This design comes from an exercise in tuning for small area and a short achievable clock period on the open sky130 flow, not from production work.
In this exercise RTL edits were held to simulation tests only and were not proved equivalent to the original.
No activity file was given, so power comes from the tool's default toggle rates.

## flow/design.v (module list and top-level ports; edited modules follow where they fit)
// module conv3x3_pe: 783 lines
// module csa_fa: 10 lines
module conv3x3_pe #(
    parameter int SHIFT = 4,
    parameter int ACC_W = 21
) (
    input  logic         clk,
    input  logic         rst,
    input  logic [7:0]   p00,
    input  logic [7:0]   p01,
    input  logic [7:0]   p02,
    input  logic [7:0]   p10,
    input  logic [7:0]   p11,
    input  logic [7:0]   p12,
    input  logic [7:0]   p20,
    input  logic [7:0]   p21,
    input  logic [7:0]   p22,
    input  logic         window_valid,
    input  logic         w_load,
    input  logic [3:0]   w_idx,
    input  logic [7:0]   w_data,
    output logic [7:0]   out_pixel,
    output logic         out_valid,
    output logic [15:0]  out_count
);
  // ...
==> flow/run.sh <==
#!/bin/bash
# synth_recipe.tcl (not shown) runs the flow's synth.tcl, then flattens the netlist and writes it again
# the make line also repeats each setting of config.mk as NAME=value (left out here)
make -C /OpenROAD-flow-scripts/flow DESIGN_CONFIG=/design/flow/config.mk WORK_HOME=/design/flow/orfs CLKGATE_MAP_FILE= SYNTH_SCRIPT=/design/flow/synth_recipe.tcl finish
==> flow/config.mk <==
export PLATFORM = sky130hd
export DESIGN_NAME = conv3x3_pe
export DESIGN_NICKNAME = conv3x3_pe
export VERILOG_FILES = /design/flow/design.v
export SDC_FILE = /design/flow/constraint.sdc
export NUM_CORES = 4
export LEC_CHECK = 0
export ABC_CLOCK_PERIOD_IN_PS = 2000
export CAP_MARGIN = 20
export CORE_MARGIN = 2
export CORE_UTILIZATION = 40
export SETUP_SLACK_MARGIN = 1.4
export SLEW_MARGIN = 20
export SYNTH_HIERARCHICAL = 1
export SYNTH_MINIMUM_KEEP_SIZE = 0
==> flow/constraint.sdc <==
create_clock -name core_clock -period 5.5 [get_ports {clk}]
set_input_delay 1.1000 -clock core_clock [delete_from_list [all_inputs] [get_ports {clk}]]
set_output_delay 1.1000 -clock core_clock [all_outputs]
set_load 0.01 [all_outputs]
==> results by group, run 1 <==
GRT
  • GR Layer Usage met1: 0.3352

Power
  • Maximum vdd drop: 572.2 uV
  • Final Power: 0.007527 W
  • Leakage: 7.371 nW

Drt
  • Initial DRT Pass Iterations: 5
  • DRT antenna net count: 0

Timing
  • Final min period: 4021 ps
  • Worst setup margin: 1479 ps
  • Worst slew pin tran: 1096 ps
  • Max-slew violations: 0

Synth
  • Synthesized instance count: 1993
  • Mux contribution to synthesized area: 0.03727
  • Simple-gate share of the synthesized area: 0.1432

Outcome
  • Outcome: timing/DRC/antenna clean

Critical path
  • Critical path's slowest cell: dfxtp_1
  • R2R Setup Slk: 1480 ps
  • Worst setup endpoint: r2_q[32]$_DFF_P_

Job
  • Max-cap viol count: 0

Cells and area
  • Multi-input gates: 1527
  • Nonclk inv count: 43
  • Biggest regs: k_q: 80 flops, px_q: 72 flops, r2_q: 66 flops
  • Share of cells above drive strength 1: 0.09235
  • Filler cells: 5106
  • Multi-input combinational area share: 0.6451

Clock tree
  • H-tree depth: 2
  • Clock latency (worst-skew pair): 580 ps

Worst hold path
  • Hold path cells: 1

Floorplanning
  • Die width: 240.1 microns
==> inputs of run 2 (changes only) <==
==> flow/flow/run.sh (new file) <==
#!/bin/bash
# Own flow: the standard layout (standard.sh: the standard synthesis and
# ORFS steps, unchanged), except that the port buffers buffer_ports inserts
# during global placement are plain buf_1 cells instead of the default pick.
set -euo pipefail
export BUFFER_PORTS_ARGS="-buffer_cell sky130_fd_sc_hd__buf_1"
bash standard.sh > standard_flow.log 2>&1
==> flow/standard.sh (new file) <==
#!/bin/bash
# synth_recipe.tcl (not shown) runs the flow's synth.tcl, then flattens the netlist and writes it again
# the make line also repeats each setting of config.mk as NAME=value (left out here)
make -C /OpenROAD-flow-scripts/flow DESIGN_CONFIG=/design/flow/config.mk WORK_HOME=/design/flow/orfs CLKGATE_MAP_FILE= SYNTH_SCRIPT=/design/flow/synth_recipe.tcl "${@:-finish}"
--- a/flow/config.mk
+++ b/flow/config.mk
@@ -9,7 +9,7 @@
 export CAP_MARGIN = 20
 export CORE_MARGIN = 2
 export CORE_UTILIZATION = 40
-export SETUP_SLACK_MARGIN = 1.4
+export SETUP_SLACK_MARGIN = 2.2
 export SLEW_MARGIN = 20
 export SYNTH_HIERARCHICAL = 1
 export SYNTH_MINIMUM_KEEP_SIZE = 0
removed: flow/run.sh
==> results by group, run 2 <==
Critical path
  • Crit Path Category: register to register
  • Crit start category: register
  • Cell chain of the critical path: fa_2 -> fa_2 -> fa_2 -> fa_2 -> fa_2 -> fa_2 -> nand3_4 -> buf_6 -> nor3b_4 -> a21oi_4 -> a211o_1 -> a21oi_1
  • Worst path arrival time: 4260 ps
  • Critical-path maximum fanout: 4
  • Top cell by count, worst path: fa_2
  • CP required: 5990 ps
  • Crit end category: register
  • Worst path max stage delay: 690 ps
  • Critical path's slowest cell: fa_2

Timing
  • Max-slew violations: 0 (unchanged)
  • Unrepaired setup endpoints after global routing: yes
  • Rel. slew slack: 0.2743
  • Worst setup margin: 1728 ps (+249.2 ps)
  • Setup_tns: 0 ps
  • Worst slew pin tran: 1088 ps (-7.628 ps)
  • Fmax: 0.2651 GHz
  • Final min period: 3772 ps (-249.2 ps)
  • Hold Vio Cnt, Final: 0
  • Final cycle utilization of the critical path: 0.6858
  • Clock skew: 26.07 ps
  • Final setup viols: 0

Drt
  • Post-Route WL: 74080 microns
  • DRT antenna net count: 0 (unchanged)
  • DRT iter0 DRCs: 1292
  • Initial DRT Pass Iterations: 6 (+1)
  • Vias/cell: 5.335
  • Via count: 15310
  • DRC viols: 0
  • Drt wl/cell: 25.81 microns

Clock tree
  • Root Driver: clkbuf_16
  • CTS tree: yes
  • H-tree depth: 2 (unchanged)
  • CTS Hold Bufs: 0
  • CTS Buf Count: 34
  • Clock latency (worst-skew pair): 570 ps (about the same)
  • Clock transition at path regs: 60 ps
  • CTS Sinks: 266
  • Clock Tree Buf Depth: 3

Floorplanning
  • Starting Density: 0.4046
  • Die ar.: 57630 sq um
  • Die Height: 240.1 microns
  • FP Rows: 86
  • Die width: 240.1 microns (unchanged)
  • Core ar.: 55090 sq um
  • Number of I/O pins: 113

GRT
  • Met3 GRT Util: 0.05614
  • Met2 usage: 0.4264
  • Number of global-route vias before repair: 16860
  • Initial antenna violation count: 1
  • Total track usage: 0.2671
  • First-pass GRT wire length: 108900 microns
  • GR Layer Usage met1: 0.3405 (+0.005313)
  • GR peak layer: met2
  • Gr ovfl total: 0
  • Pin count of the biggest net entering global routing: 83

Cells and area
  • Most common cell after layout, fill and taps aside: nand2_1
  • Reg with most FFs: k_q
  • Largest register FFs: 80
  • Biggest regs: k_q: 80 flops, px_q: 72 flops, r2_q: 66 flops
  • Share of cells above drive strength 1: 0.3915 (+0.2992)
  • Filler cells: 4899 (-4.1%)
  • Most frequent cells in the layout: nand2_1, fa_2, fa_1, dfxtp_4, dfxtp_1
  • Synth-to-layout area growth: 23.17%
  • Post-layout net count: 2758

Synth
  • Ys Warns: 11
  • Top-count cell post-synth: fa_1
  • Area leader, netlist: fa_1
  • Prevailing post-synth register cell: dfxtp_1
  • Synth cell types: 56
  • Sequential area share after synthesis: 0.2389
  • Yosys top cell area share: 0.5039
  • Yosys reg bits: 266
  • Post-synth EDFFs: 0
  • Synth cell count leaders: fa_1, nand2_1, dfxtp_1
  • Mean Syn Cell Area: 11.18 sq um
  • Synthesized instance count: 1993 (unchanged)
  • Synth async-reset ratio: 0
  • Synth area leaders: fa_1, dfxtp_1, nand2_1, mux2i_1, clkbuf_1
  • Synthesized area: 22290 sq um

Power
  • P per Cell Area: 311.5 nW/um^2
  • Maximum vdd drop: 567.9 uV (-0.76%)
  • Leakage: 8.126 nW (+10%)

Place
  • IO buf count: 112
  • Setup slack after placement: 1439 ps
  • RePlAce Congestion: 0.9358
  • Post-DP HPWL: 60020 microns

Job
  • Max-cap viol count: 0 (unchanged)

Outcome
  • Outcome: timing/DRC/antenna clean

Worst hold path
  • HP Class: register to register
[run 2: cell types whose count changed in the layout (fill, tap and decap cells not counted), sizes merged]
cell           change
clkinvlp           -1
clkbuf             -2
diode              +2
clkdlybuf4s50    -111
buf              +216
inv                +3
bufinv             +1
[run 2: logic make-up after synthesis]
logic type                 after synthesis  share of synthesized area
AOI/OAI and AO/OA                       74                    0.02521
xor gates and xnor gates                19                   0.007466
adders and majority gates              576                     0.5123
buffers and inverters                  210                    0.03548
DFF                                    266                     0.2389
muxes                                   83                    0.03727
other                                    1                  0.0001682
and+or+nand+nor                        764                     0.1432
[run 2: modules after synthesis, one instance, submodules excluded]
module,copies in the design,area [sq um]
csa_fa,561,20.02
conv3x3_pe,1,11060
[run 2: worst paths after layout]
path                          from               endpoint  slack [ps]  cells after the start
setup / recovery  r2_q[45]$_DFF_P_  sh_q[15]$_SDFFE_PP0P_        1730                     12
hold / removal     v1_q$_SDFF_PP0_        v2_q$_SDFF_PP0_         450                      1
setup reg to reg  r2_q[45]$_DFF_P_  sh_q[15]$_SDFFE_PP0P_        1730                     12
hold reg to reg    v1_q$_SDFF_PP0_        v2_q$_SDFF_PP0_         450                      1
[run 2: metrics by stage]
stage	cells	utilization	instance area [sq um]	total power [W]	hold slack [ps]
floorplan	2003	-	23810	0.004313	413.8
global placement	2699	0.4313	23760	0.005164	423.3
detailed placement	2699	0.4313	23760	0.005205	438.1
CTS	2819	0.4816	26530	0.008096	459.2
global route	2868	0.4982	27450	0.009046	466.9
finish	2870	0.4983	27450	0.008551	454.9
[run 2: report_power, final]
group | total, W | switching, W | internal, W
registers | 0.00224 | 0.000206 | 0.00204
logic | 0.00393 | 0.00209 | 0.00184
clock network | 0.00238 | 0.000966 | 0.00141
[run 2: cell type report]
cell class                 count  area (sq um)  area share
inverter                      43         161.4    0.005879
antenna                        2         5.005   0.0001823
tap                          748         935.9     0.03409
clock inverter                18         235.2    0.008568
clock buffer                  44         938.4     0.03418
sequential                   266          5858      0.2134
timing repair buffer         222          1597     0.05816
multi-input combinational   1527         17720      0.6455
[run 2: routing by layer]
| layer | up-vias | share of wire |
|---|---|---|
| met2 | 769 | 0.47 |
| li1 | 6309 | - |
| met5 | - | 0 |
| met1 | 8053 | 0.39 |
| met3 | 180 | 0.079 |
| met4 | 0 | 0.062 |
[run 2: what timing repair did]
item,4_1_cts,5_1_grt
pin swaps,130,136
setup buffers,58,49
gates resized for setup,455,149
endpoints found under the setup margin,67,61
[run 2: critical path: cells and delay by family (launching register included)]
family / cells / cell delay [ps]
buf+inv: 1 / 130
fa+ha+maj: 6 / 2470
simple gates: 2 / 310
compound gates: 3 / 460
flops: 1 / 320
==> inputs of run 3 (changes only) <==
--- a/flow/config.mk
+++ b/flow/config.mk
@@ -9,7 +9,7 @@
 export CAP_MARGIN = 20
 export CORE_MARGIN = 2
 export CORE_UTILIZATION = 40
-export SETUP_SLACK_MARGIN = 2.2
+export SETUP_SLACK_MARGIN = 1.4
 export SLEW_MARGIN = 20
 export SYNTH_HIERARCHICAL = 1
 export SYNTH_MINIMUM_KEEP_SIZE = 0
==> results by group, run 3 <==
Outcome
  • Outcome: timing/DRC/antenna clean

Power
  • P per Cell Area: 302.7 nW/um^2 (-2.8%)
  • Leakage: 7.047 nW (-13%)
  • Maximum vdd drop: 467.8 uV (-18%)

Clock tree
  • H-tree depth: 2 (unchanged)
  • Root Driver: clkbuf_16
  • Post-CTS Setup Bufs: 0 (-100%)
  • Clock transition at path regs: 60 ps (about the same)
  • Clock Tree Buf Depth: 3 (unchanged)
  • Clock latency (worst-skew pair): 570 ps (about the same)
  • CTS tree: yes
  • CTS Buf Count: 36 (+5.9%)
  • CTS Sinks: 266 (unchanged)

Critical path
  • Worst path max stage delay: 590 ps (-100 ps)
  • Reg2reg start: px_q[6][6]$_DFF_P_
  • Crit end category: register
  • FF-to-FF End: r2_q[57]$_DFF_P_
  • Top cell by count, worst path: fa_1
  • WP buf/inv: 0 (-1)
  • R2R Setup Slk: 1460 ps (-270 ps)
  • Critical-path maximum fanout: 8 (+4)
  • Crit start category: register
  • Cell chain of the critical path: nand2_1 -> fa_1 -> fa_1 -> fa_1 -> fa_1 -> fa_1 -> fa_1 -> fa_1
  • Crit Path Category: register to register
  • CP required: 5940 ps (-50 ps)
  • Worst path arrival time: 4480 ps (+220 ps)
  • Critical path's slowest cell: dfxtp_1
  • CP delay by family, top: adder cells
  • R2R depth: 8 (-4)

Floorplanning
  • Die ar.: 57630 sq um (unchanged)
  • FP Rows: 86 (unchanged)
  • Die width: 240.1 microns (unchanged)
  • Number of I/O pins: 113 (unchanged)
  • Die Height: 240.1 microns (unchanged)
  • Starting Density: 0.4046 (unchanged)
  • Core ar.: 55090 sq um (unchanged)

Timing
  • Setup_tns: 0 ps (unchanged)
  • Rel. slew slack: 0.2106 (-0.06375)
  • Worst slew pin tran: 1180 ps (+91.26 ps)
  • Final setup viols: 0 (unchanged)
  • Final cycle utilization of the critical path: 0.7348 (+0.04903)
  • Hold Vio Cnt, Final: 0 (unchanged)
  • Final min period: 4041 ps (+269.6 ps)
  • Clock skew: 27.23 ps (+1.166 ps)
  • Fmax: 0.2474 GHz (-6.7%)
  • Unrepaired setup endpoints after global routing: yes
  • Max-slew violations: 0 (unchanged)

Synth
  • Ys Warns: 11 (unchanged)
  • Adder-cell share of the synthesized area: 0.5123 (unchanged)
  • Simple-gate share of the synthesized area: 0.1432 (unchanged)
  • Synthesized instance count: 1993 (unchanged)
  • Synth Area in Compound Gates: 0.02520 (unchanged)
  • Prevailing post-synth register cell: dfxtp_1
  • Synth cell types: 56 (unchanged)
  • Synth async-reset ratio: 0 (unchanged)
  • Mux contribution to synthesized area: 0.03727 (unchanged)
  • Yosys reg bits: 266 (unchanged)
  • XOR/XNOR share of the synthesized area: 0.007466 (unchanged)
  • Post-synth EDFFs: 0 (unchanged)
  • Main combinational cell family by area after synthesis: adder cells
  • Synth area leaders: fa_1, dfxtp_1, nand2_1, mux2i_1, clkbuf_1
  • Synth cell count leaders: fa_1, nand2_1, dfxtp_1
  • Top-count cell post-synth: fa_1
  • Area leader, netlist: fa_1
  • Mean Syn Cell Area: 11.18 sq um (unchanged)
  • Synthesized area: 22290 sq um (unchanged)
  • Sequential area share after synthesis: 0.2389 (unchanged)
  • Yosys top cell area share: 0.5039 (unchanged)

Place
  • Post-DP Area: 23080 sq um (-2.9%)
  • Post-DP HPWL: 61730 microns (+2.8%)
  • Placed Instances: 2699 (unchanged)
  • IO buf count: 112 (unchanged)
  • RePlAce Congestion: 0.9366 (about the same)

Cells and area
  • Reg with most FFs: k_q
  • Biggest regs: k_q: 80 flops, px_q: 72 flops, r2_q: 66 flops
  • Largest register FFs: 80 (unchanged)
  • Most common cell after layout, fill and taps aside: fa_1
  • Share of cells above drive strength 1: 0.09231 (-0.2992)
  • Post-Layout Cell Count: 2764 (-3.7%)
  • Post-route cell area: 24460 sq um (-11%)
  • Most frequent cells in the layout: fa_1, nand2_1, dfxtp_1, buf_1, nor2_1
  • Synth-to-layout area growth: 9.757%
  • Post-layout net count: 2653 (-3.8%)

GRT
  • GR Layer Usage met1: 0.3365 (-0.004018)
  • Gr ovfl total: 0 (unchanged)
  • First-pass GRT wire length: 110100 microns (+1.2%)
  • GR peak layer: met2
  • Met3 GRT Util: 0.05591 (-0.0002296)
  • Pin count of the biggest net entering global routing: 88 (+6.0%)
  • Met2 usage: 0.4539 (+0.02750)
  • Initial antenna violation count: 2 (+1)
  • Number of global-route vias before repair: 16530 (-2.0%)
  • Total track usage: 0.2707 (+0.003606)

Drt
  • Vias/cell: 5.347 (+0.23%)
  • DRT antenna net count: 0 (unchanged)
  • DRC viols: 0 (unchanged)
  • Post-Route WL: 74510 microns (+0.57%)
  • Via count: 14780 (-3.5%)
  • DRT iter0 DRCs: 1386 (+7.3%)
  • Drt wl/cell: 26.96 microns (+4.4%)
  • Initial DRT Pass Iterations: 6 (unchanged)

Worst hold path
  • Hold path cells: 1 (unchanged)
  • Hold path startpoint: v1_q$_SDFF_PP0_
  • HP Class: register to register
  • Worst Hold Path EP: v2_q$_SDFF_PP0_

Job
  • Max-cap viol count: 0 (unchanged)
run 3: cell type report:
type | count | area (sq um)
flip-flops and latches | 266 | 5502
well taps | 748 | 935.9
clock buffers | 45 | 984.7
multi-input cells | 1527 | 16250
diodes | 1 | 2.502
fillers | 5223 | 30630
inverters | 43 | 161.4
clock inverters | 19 | 178.9
repair buffers | 115 | 446.7
run 3: Yosys stat by module (local to each module, per instance):
module,times used,cells
conv3x3_pe,1,1432
csa_fa,561,1
run 3: routing by layer:
layer,up-vias,wire (microns),part of all wire
met5,-,0,0
met1,7809,28610,0.38
met4,0,3910,0.052
li1,6079,-,-
met3,167,5547,0.074
met2,724,36450,0.49
run 3: how the worst max path moves through the flow:
stage / start / end / cells after the start
after global placement: px_q[1][4]$_DFF_P_ / r2_q[57]$_DFF_P_ / 8
after CTS: px_q[7][7]$_DFF_P_ / r2_q[57]$_DFF_P_ / 8
after floorplan: k_q[2][4]$_SDFFE_PP0P_ / r2_q[57]$_DFF_P_ / 9
after detailed placement: px_q[1][4]$_DFF_P_ / r2_q[57]$_DFF_P_ / 8
final: px_q[6][6]$_DFF_P_ / r2_q[57]$_DFF_P_ / 8
after global routing: r2_q[45]$_DFF_P_ / sh_q[15]$_SDFFE_PP0P_ / 11
run 3: where the power goes:
part           switching (W)  total [W]  internal (W)
Combinational        0.00164    0.00279       0.00114
Clock               0.000988    0.00232       0.00134
Sequential          0.000213    0.00229       0.00208
Total                0.00285    0.00740       0.00456
run 3: cell families (layout without fill, tap and decap cells):
group / Yosys count / in the layout
flops: 266 / 266
simple gates: 764 / 764
buf+inv: 210 / 222
fa+ha+maj: 576 / 576
other cells: 1 / 12
mux: 83 / 83
xor+xnor: 19 / 19
compound gates: 74 / 74
run 3: what timing repair did:
action	in CTS	in global routing
pin swaps	0	3
endpoints found under the hold margin	0	0
setup endpoints to repair	7	18
hold buffers	0	0
gates resized for setup	43	86
run 3: per-stage QoR:
step	hold WS [ps]	total power (W)	setup WS [ps]	util
after global placement	430.2	0.004935	1283	0.4189
after detailed placement	428.9	0.004973	1200	0.4189
after global routing	459.8	0.007838	1357	0.4440
final	438.6	0.007404	1459	0.4440
after CTS	442.4	0.007328	1379	0.4410
after floorplan	413.8	0.004108	1591	-
run 3: worst register-to-register path, stage by stage (launching register included):
cell	delay, ps
dfxtp_1	590
nand2_1	170
fa_1	420
fa_1	440
fa_1	400
fa_1	510
fa_1	440
fa_1	530
fa_1	420
==> inputs of run 4 (changes only) <==
--- a/flow/config.mk
+++ b/flow/config.mk
@@ -8,7 +8,8 @@
 export ABC_CLOCK_PERIOD_IN_PS = 2000
 export CAP_MARGIN = 20
 export CORE_MARGIN = 2
-export CORE_UTILIZATION = 40
+export CORE_UTILIZATION = 60
+export PLACE_DENSITY = 0.75
 export SETUP_SLACK_MARGIN = 1.4
 export SLEW_MARGIN = 20
 export SYNTH_HIERARCHICAL = 1
==> results by group, run 4 <==
Outcome
  • Outcome: timing/DRC/antenna clean

Floorplanning
  • Die Height: 196.7 microns (-18%)
  • Core ar.: 36610 sq um (-34%)
  • Starting Density: 0.6088 (+0.2042)
  • FP Rows: 70 (-19%)
  • Die width: 196.7 microns (-18%)
  • Die ar.: 38710 sq um (-33%)
  • Number of I/O pins: 113 (unchanged)

Power
  • Maximum vdd drop: 486.0 uV (+3.9%)
  • Leakage: 6.992 nW (-0.78%)
  • P per Cell Area: 297.7 nW/um^2 (-1.6%)

Clock tree
  • CTS tree: yes
  • Clock latency (worst-skew pair): 600 ps (+30 ps)
  • Clock Tree Buf Depth: 3 (unchanged)
  • H-tree depth: 1 (-1)
  • CTS Sinks: 266 (unchanged)
  • Root Driver: clkbuf_16
  • CTS Buf Count: 30 (-17%)
  • Clock transition at path regs: 60 ps (about the same)

Cells and area
  • Biggest regs: k_q: 80 flops, px_q: 72 flops, r2_q: 66 flops
  • Synth-to-layout area growth: 7.393%
  • Most common cell after layout, fill and taps aside: fa_1
  • Post-layout net count: 2650 (-0.11%)
  • Antenna diodes: 0 (-1)
  • Share of cells above drive strength 1: 0.08014 (-0.01217)
  • Most frequent cells in the layout: fa_1, nand2_1, dfxtp_1, buf_1, nor2_1
  • Filler cells: 2853 (-45%)
  • Reg with most FFs: k_q
  • Largest register FFs: 80 (unchanged)
  • Post-Layout Cell Count: 2477 (-10%)

Timing
  • Clock skew: 35.36 ps (+8.125 ps)
  • Worst hold margin: 444.6 ps (+6.065 ps)
  • Rel. slew slack: 0.2437 (+0.03313)
  • Final min period: 4085 ps (+43.61 ps)
  • Unrepaired setup endpoints after global routing: yes
  • Hold Vio Cnt, Final: 0 (unchanged)
  • Fmax: 0.2448 GHz (-1.1%)
  • Final cycle utilization of the critical path: 0.7427 (+0.007929)
  • Final setup viols: 0 (unchanged)
  • Setup_tns: 0 ps (unchanged)
  • Max-slew violations: 0 (unchanged)
  • Worst slew pin tran: 1133 ps (-46.89 ps)

Drt
  • Initial DRT Pass Iterations: 6 (unchanged)
  • DRC viols: 0 (unchanged)
  • Via count: 15100 (+2.2%)
  • Vias/cell: 6.098 (+14%)
  • Post-Route WL: 73280 microns (-1.6%)
  • DRT iter0 DRCs: 1602 (+16%)
  • DRT antenna net count: 0 (unchanged)
  • Drt wl/cell: 29.58 microns (+9.7%)

Synth
  • Post-synth EDFFs: 0 (unchanged)
  • Synth area leaders: fa_1, dfxtp_1, nand2_1, mux2i_1, clkbuf_1
  • Synthesized area: 22290 sq um (unchanged)
  • Ys Warns: 11 (unchanged)
  • Yosys top cell area share: 0.5039 (unchanged)
  • Synth cell types: 56 (unchanged)
  • Synthesized instance count: 1993 (unchanged)
  • Synth async-reset ratio: 0 (unchanged)
  • Area leader, netlist: fa_1
  • Synth cell count leaders: fa_1, nand2_1, dfxtp_1
  • Top-count cell post-synth: fa_1
  • Mean Syn Cell Area: 11.18 sq um (unchanged)
  • Prevailing post-synth register cell: dfxtp_1
  • Yosys reg bits: 266 (unchanged)
  • Sequential area share after synthesis: 0.2389 (unchanged)

GRT
  • Total track usage: 0.3985 (+0.1278)
  • Initial antenna violation count: 0 (-2)
  • Gr ovfl total: 0 (unchanged)
  • Pin count of the biggest net entering global routing: 80 (-9.1%)
  • Number of global-route vias before repair: 16520 (-0.073%)
  • First-pass GRT wire length: 108000 microns (-2.0%)

Critical path
  • Crit Path Category: register to register
  • Crit end category: register
  • Critical-path maximum fanout: 8 (unchanged)
  • Crit start category: register
  • Top cell by count, worst path: fa_1
  • Worst path arrival time: 4560 ps (+80 ps)
  • CP required: 5980 ps (+40 ps)
  • Critical path's slowest cell: fa_1
  • Worst path max stage delay: 510 ps (-80 ps)
  • Cell chain of the critical path: and2_1 -> fa_1 -> fa_1 -> fa_1 -> fa_1 -> fa_1 -> fa_1 -> fa_1
  • Reg2reg start: px_q[0][4]$_DFF_P_
  • Critical path startpoint: px_q[0][4]$_DFF_P_

Place
  • Placed Instances: 2421 (-10%)
  • IO buf count: 112 (unchanged)
  • RePlAce Congestion: 1.011 (+7.9%)
  • Post-DP HPWL: 60270 microns (-2.4%)

Worst hold path
  • HP Class: register to register
  • Hold path startpoint: v1_q$_SDFF_PP0_

Job
  • Max-cap viol count: 0 (unchanged)
[run 4: cell count changes in the layout (fill, tap and decap cells not counted), sizes merged]
cell / before / now
clkbuf: 46 / 41
clkinv: 8 / 9
buf: 114 / 117
diode: 1 / 0
inv: 46 / 44
bufinv: 1 / 3
clkinvlp: 7 / 2
[run 4: kinds of logic after synthesis]
group                      synth area share
and+or+nand+nor                      0.1432
adders and majority gates            0.5123
DFF                                  0.2389
buffers and inverters               0.03548
muxes                               0.03727
AOI/OAI and AO/OA                   0.02521
xor gates and xnor gates           0.007466
other                             0.0001682
[run 4: worst max-delay path, delay by kind of cell (launching register included)]
kind	cells	cell delay, ps
adder cells (fa/ha/maj)	7	3250
flip-flops	1	470
AND/OR/NAND/NOR	1	270
[run 4: final cells by class]
type                    count  area, sq um  share of cell area
repair buffers            118        469.2             0.01960
multi-input cells        1527        16260              0.6795
clock buffers              40        828.3             0.03460
inverters                  43        161.4            0.006743
well taps                 468        585.6             0.02446
flip-flops and latches    266         5450              0.2277
clock inverters            15        177.7            0.007422
[run 4: Yosys stat by module (local to each module, per instance)]
module,cells inside,copies in the design
conv3x3_pe,1432,1
csa_fa,1,561
[run 4: path summary, 6_finish.rpt]
check / end / slack, ps / depth (start not counted)
worst max-delay path: r2_q[57]$_DFF_P_ / 1410 / 8
worst min-delay path: v2_q$_SDFF_PP0_ / 440 / 1
worst max register to register: r2_q[57]$_DFF_P_ / 1410 / 8
worst min register to register: v2_q$_SDFF_PP0_ / 440 / 1
[run 4: what timing repair did]
item | CTS | global route
hold endpoints to repair | 0 | 0
cloned | 0 | 0
resized for setup | 28 | 74
setup buffers | 0 | 1
hold buffers | 0 | 0
endpoints found under the setup margin | 6 | 12
pin swaps | 3 | 3
[run 4: power breakdown]
group	switching, W	leakage, nW	internal, W
Sequential	0.000211	2.22	0.00208
Combinational	0.00160	4.28	0.00116
Clock	0.000867	0.491	0.00120
Total	0.00268	6.99	0.00444
[run 4: stage by stage]
stage | instance area, sq um | power (W) | util | worst slack (ps)
after floorplan | 22330 | 0.004108 | - | 1591
after global placement | 22740 | 0.004851 | 0.6211 | 1164
after detailed placement | 22740 | 0.004890 | 0.6213 | 1154
after CTS | 23800 | 0.007012 | 0.6502 | 1383
after global routing | 23940 | 0.007516 | 0.6538 | 1385
final | 23940 | 0.007126 | 0.6538 | 1415
[run 4: routing by layer]
layer | up-vias | global-route usage | routed length [microns]
li1 | 6063 | - | -
met5 | - | 0 | 0
met3 | 227 | 0.08248 | 7197
met2 | 1036 | 0.6295 | 34040
met1 | 7778 | 0.5225 | 26850
met4 | 0 | 0.2194 | 5198

-- afterwards: timing with drivers on the ports --
How much do the figures lean on ideal ports? The routed layouts below were timed once more, with nothing changed but the port constraints. Step 1, drivers: a clkbuf_16 drives clk and a buf_2 each remaining input, both assumed. Step 2, shift: input delay + t, output delay - t, t = (earliest + latest rising clock arrival at the registers) / 2. This alone moves slack from input paths to output paths. Three values: no drivers, after step 1, after step 2; two values: the first two.
run	t (ns)	setup slack, ns	slew at the worst register clock pin (ns)
run 1	0.631	1.479 / 1.479 / 1.479	0.07 / 0.07
run 2	0.611	1.728 / 1.728 / 1.728	0.07 / 0.07
run 3	0.613	1.459 / 1.459 / 1.459	0.06 / 0.06
run 4	0.639	1.415 / 1.415 / 1.415	0.07 / 0.07
After both steps every run listed still meets setup and hold.
